This is an optimization exercise on Yosys and OpenROAD, whose aim is small area, a short achievable clock period and few clock cycles per item, not a production implementation. At most, simulation tests tie the RTL to the original design; equivalence was not proved.

## v44
// sw_core
module sw_core (
    input  logic        clk,
    input  logic        rst,
    input  logic        i_valid,
    input  logic [31:0] i_ref_seq,
    input  logic [15:0] i_read_seq,
    input  logic [4:0]  i_ref_len,
    input  logic [3:0]  i_read_len,
    input  logic        i_ready,
    output logic        o_ready,
    output logic        o_valid,
    output logic [9:0]  o_score,
    output logic [2:0]  o_row,
    output logic [3:0]  o_column
);
For scale: ~180 flip-flops, roughly 80 I/O pins, ~0.016 mm^2 of cells after synthesis.
==> flow/config.mk <==
export PLATFORM = sky130hd
export DESIGN_NAME = sw_core
export DESIGN_NICKNAME = sw_core
export VERILOG_FILES = /design/flow/design.v
export SDC_FILE = /design/flow/constraint.sdc
export NUM_CORES = 4
export LEC_CHECK = 0
export ABC_AREA = 1
export CAP_MARGIN = 20
export CORE_MARGIN = 2
export CORE_UTILIZATION = 40
export CTS_BUF_LIST = sky130_fd_sc_hd__clkbuf_8
export CTS_CLUSTER_SIZE = 10
export SLEW_MARGIN = 20
==> flow/constraint.sdc <==
create_clock -name core_clock -period 13.0 [get_ports {clk}]
set_input_delay 2.6000 -clock core_clock [delete_from_list [all_inputs] [get_ports {clk}]]
set_output_delay 2.6000 -clock core_clock [all_outputs]
set_load 0.01 [all_outputs]
run.sh (not shown) runs the stock make flow with config.mk's settings and CLKGATE_MAP_FILE= SYNTH_SCRIPT=/design/flow/synth_recipe.tcl, a recipe that flattens the netlist after the stock synthesis.
Testbench counts of v44, summed over its fixed seeds: cycles 19,808, jobs 1,600.
#### Input delta (v26 over v44)
# v44
export LEC_CHECK = 0
export ABC_AREA = 1
export CAP_MARGIN = 20
export CORE_MARGIN = 2
export CORE_UTILIZATION = 40
export CTS_BUF_LIST = sky130_fd_sc_hd__clkbuf_8
export CTS_CLUSTER_SIZE = 10
export SLEW_MARGIN = 20
create_clock -name core_clock -period 13.0 [get_ports {clk}]
# v26
export LEC_CHECK = 0
export ABC_AREA = 1
export CAP_MARGIN = 20
export CORE_MARGIN = 2
export CORE_UTILIZATION = 40
export CTS_BUF_LIST = sky130_fd_sc_hd__clkbuf_8
export SLEW_MARGIN = 20
create_clock -name core_clock -period 13.0 [get_ports {clk}]
==> flow/flow/run.sh (new file) <==
#!/bin/bash
# The standard layout, with timing repair aiming for more setup slack
bash standard.sh SETUP_SLACK_MARGIN=9.3 finish > standard.log 2>&1
==> flow/standard.sh (new file) <==
#!/bin/bash
# synth_recipe.tcl (not shown) runs the flow's synth.tcl, then flattens the netlist and writes it again
# the make line also repeats each setting of config.mk as NAME=value (left out here)
make -C /OpenROAD-flow-scripts/flow DESIGN_CONFIG=/design/flow/config.mk WORK_HOME=/design/flow/orfs CLKGATE_MAP_FILE= SYNTH_SCRIPT=/design/flow/synth_recipe.tcl "${@:-finish}"
removed: flow/run.sh
### Flow results
No stage failed in v26, and the final checks on the layout all came back clean.
v26 vs. v44: met3 wire length has decreased, maximum frequency has increased.
Looking at v26 and v44, the met2 usage is a wash.
What v27 does differently from v26 at the input level:
# v26
export LEC_CHECK = 0
export ABC_AREA = 1
export CAP_MARGIN = 20
export CORE_MARGIN = 2
export CORE_UTILIZATION = 40
export CTS_BUF_LIST = sky130_fd_sc_hd__clkbuf_8
export SLEW_MARGIN = 20
create_clock -name core_clock -period 13.0 [get_ports {clk}]
# v27
export LEC_CHECK = 0
export ABC_AREA = 1
export CAP_MARGIN = 20
export CORE_MARGIN = 2
export CORE_UTILIZATION = 40
export CTS_BUF_LIST = sky130_fd_sc_hd__clkbuf_8 sky130_fd_sc_hd__clkbuf_16
export SLEW_MARGIN = 20
create_clock -name core_clock -period 13.0 [get_ports {clk}]
==> flow/run.sh (new file) <==
#!/bin/bash
# synth_recipe.tcl (not shown) runs the flow's synth.tcl, then flattens the netlist and writes it again
# the make line also repeats each setting of config.mk as NAME=value (left out here)
make -C /OpenROAD-flow-scripts/flow DESIGN_CONFIG=/design/flow/config.mk WORK_HOME=/design/flow/orfs CLKGATE_MAP_FILE= SYNTH_SCRIPT=/design/flow/synth_recipe.tcl finish
removed: flow/flow/run.sh
removed: flow/standard.sh
[summary]
v26 reports its master of the slowest instance on the critical path as edfxtp_1 while v27 reports nand3_1. Clock insertion delay at the later pin of the skew report for v27: 0.04 ns down relative to v26. Sort v27 and v26 by via count desc -> top: v26. Compared with v26, in v27 total of flip-flops plus latches after synthesis stayed essentially flat, layout overhead on the synthesized area went down by 6.4 points.
[inputs] v48 vs v27
# v27
export LEC_CHECK = 0
export ABC_AREA = 1
export CAP_MARGIN = 20
export CORE_MARGIN = 2
export CORE_UTILIZATION = 40
export CTS_BUF_LIST = sky130_fd_sc_hd__clkbuf_8 sky130_fd_sc_hd__clkbuf_16
export SLEW_MARGIN = 20
create_clock -name core_clock -period 13.0 [get_ports {clk}]
# v48
export LEC_CHECK = 0
export ABC_AREA = 1
export CAP_MARGIN = 20
export CORE_MARGIN = 2
export CORE_UTILIZATION = 40
export SLEW_MARGIN = 20
create_clock -name core_clock -period 13.0 [get_ports {clk}]
## What came out
Diff v48..v27 | critical path depth | negligible
There was hardly any difference in clock tree buffer count of the final layout between v27 and v48.
v48 -> v27: highest cell delay on the worst timing path flat
Reported for v48 and v27, wire length of the first global-routing pass turned out identical to the last digit.
Both conditions hold for v48: the flow ran to the end and the final layout passed the timing, design-rule and antenna checks.


sw_core, a different RTL version from the one above (not shown whole).
Size in the first run: ~170 flip-flops, about 80 I/O pins, roughly 17000 um2 of cells after synthesis.
export LEC_CHECK = 0
export CAP_MARGIN = 20
export CORE_MARGIN = 2
export CORE_UTILIZATION = 40
export SLEW_MARGIN = 20
create_clock -name core_clock -period 13.0 [get_ports {clk}]
Stock flow here: none of the scripts above is used.
The starting point ran to the end with no violations.
Rerun with:
--- a/flow/config.mk
+++ b/flow/config.mk
@@ -7,2 +7,3 @@
 export LEC_CHECK = 0
+export ABC_AREA = 1
 export CAP_MARGIN = 20
@@ -10,2 +11,3 @@
 export CORE_UTILIZATION = 40
+export SETUP_SLACK_MARGIN = 5
 export SLEW_MARGIN = 20
Routed wire length fell by 4.6%.
Setup slack gains 3.9 ns.
Global-route usage came out lower by 0.51 points.
Final area grows by 7.5%.
Maximum frequency increases by 50%.
Utilization climbs by 7.2 points.
Via count climbs by 3.6%.
Area after synthesis is lower by 6.8%.
Critical path depth rises by 27.
Non-clock buffer count rose by 83.
Function was not checked in any run of this note: the RTL went through the layout flow alone.

[port drivers added, routing unchanged]
How much do the figures lean on ideal ports? The routed layouts below were timed once more, with nothing changed but the port constraints.
Step 1, drivers: a clkbuf_16 drives clk and a buf_2 each remaining input, both assumed.
Step 2 also shifts input and output timing later by t, the mid clock arrival at the registers, as if the neighbouring blocks saw the same clock.
a / b / c = no drivers / after step 1 / after step 2; a / b = the first two.
run	shift t [ns]	slack for setup (ns)	hold slack, ns	clock arrival spread, ns	worst data-port slew with drivers (ns)
v44	0.560	8.939 / 8.889 / 8.475	0.331 / 0.331 / 0.331	0.020 / 0.020	0.05
v26	0.550	9.329 / 9.279 / 8.787	0.328 / 0.328 / 0.328	0.020 / 0.020	0.05
v27	0.514	8.955 / 8.946 / 8.465	0.328 / 0.328 / 0.328	0.014 / 0.014	0.05
v48	0.514	8.955 / 8.946 / 8.465	0.328 / 0.328 / 0.328	0.014 / 0.014	0.05
the first run of note 2	0.508	1.250 / 1.250 / 1.250	0.352 / 0.352 / 0.352	0.017 / 0.017	0.05
the second run of note 2	0.524	5.174 / 5.174 / 5.174	0.360 / 0.360 / 0.360	0.014 / 0.015	0.08
After both steps setup and hold are still met in every run listed. The setup slack of v26, which loses most, moves by -0.050 ns with the drivers and by -0.542 ns with both steps.
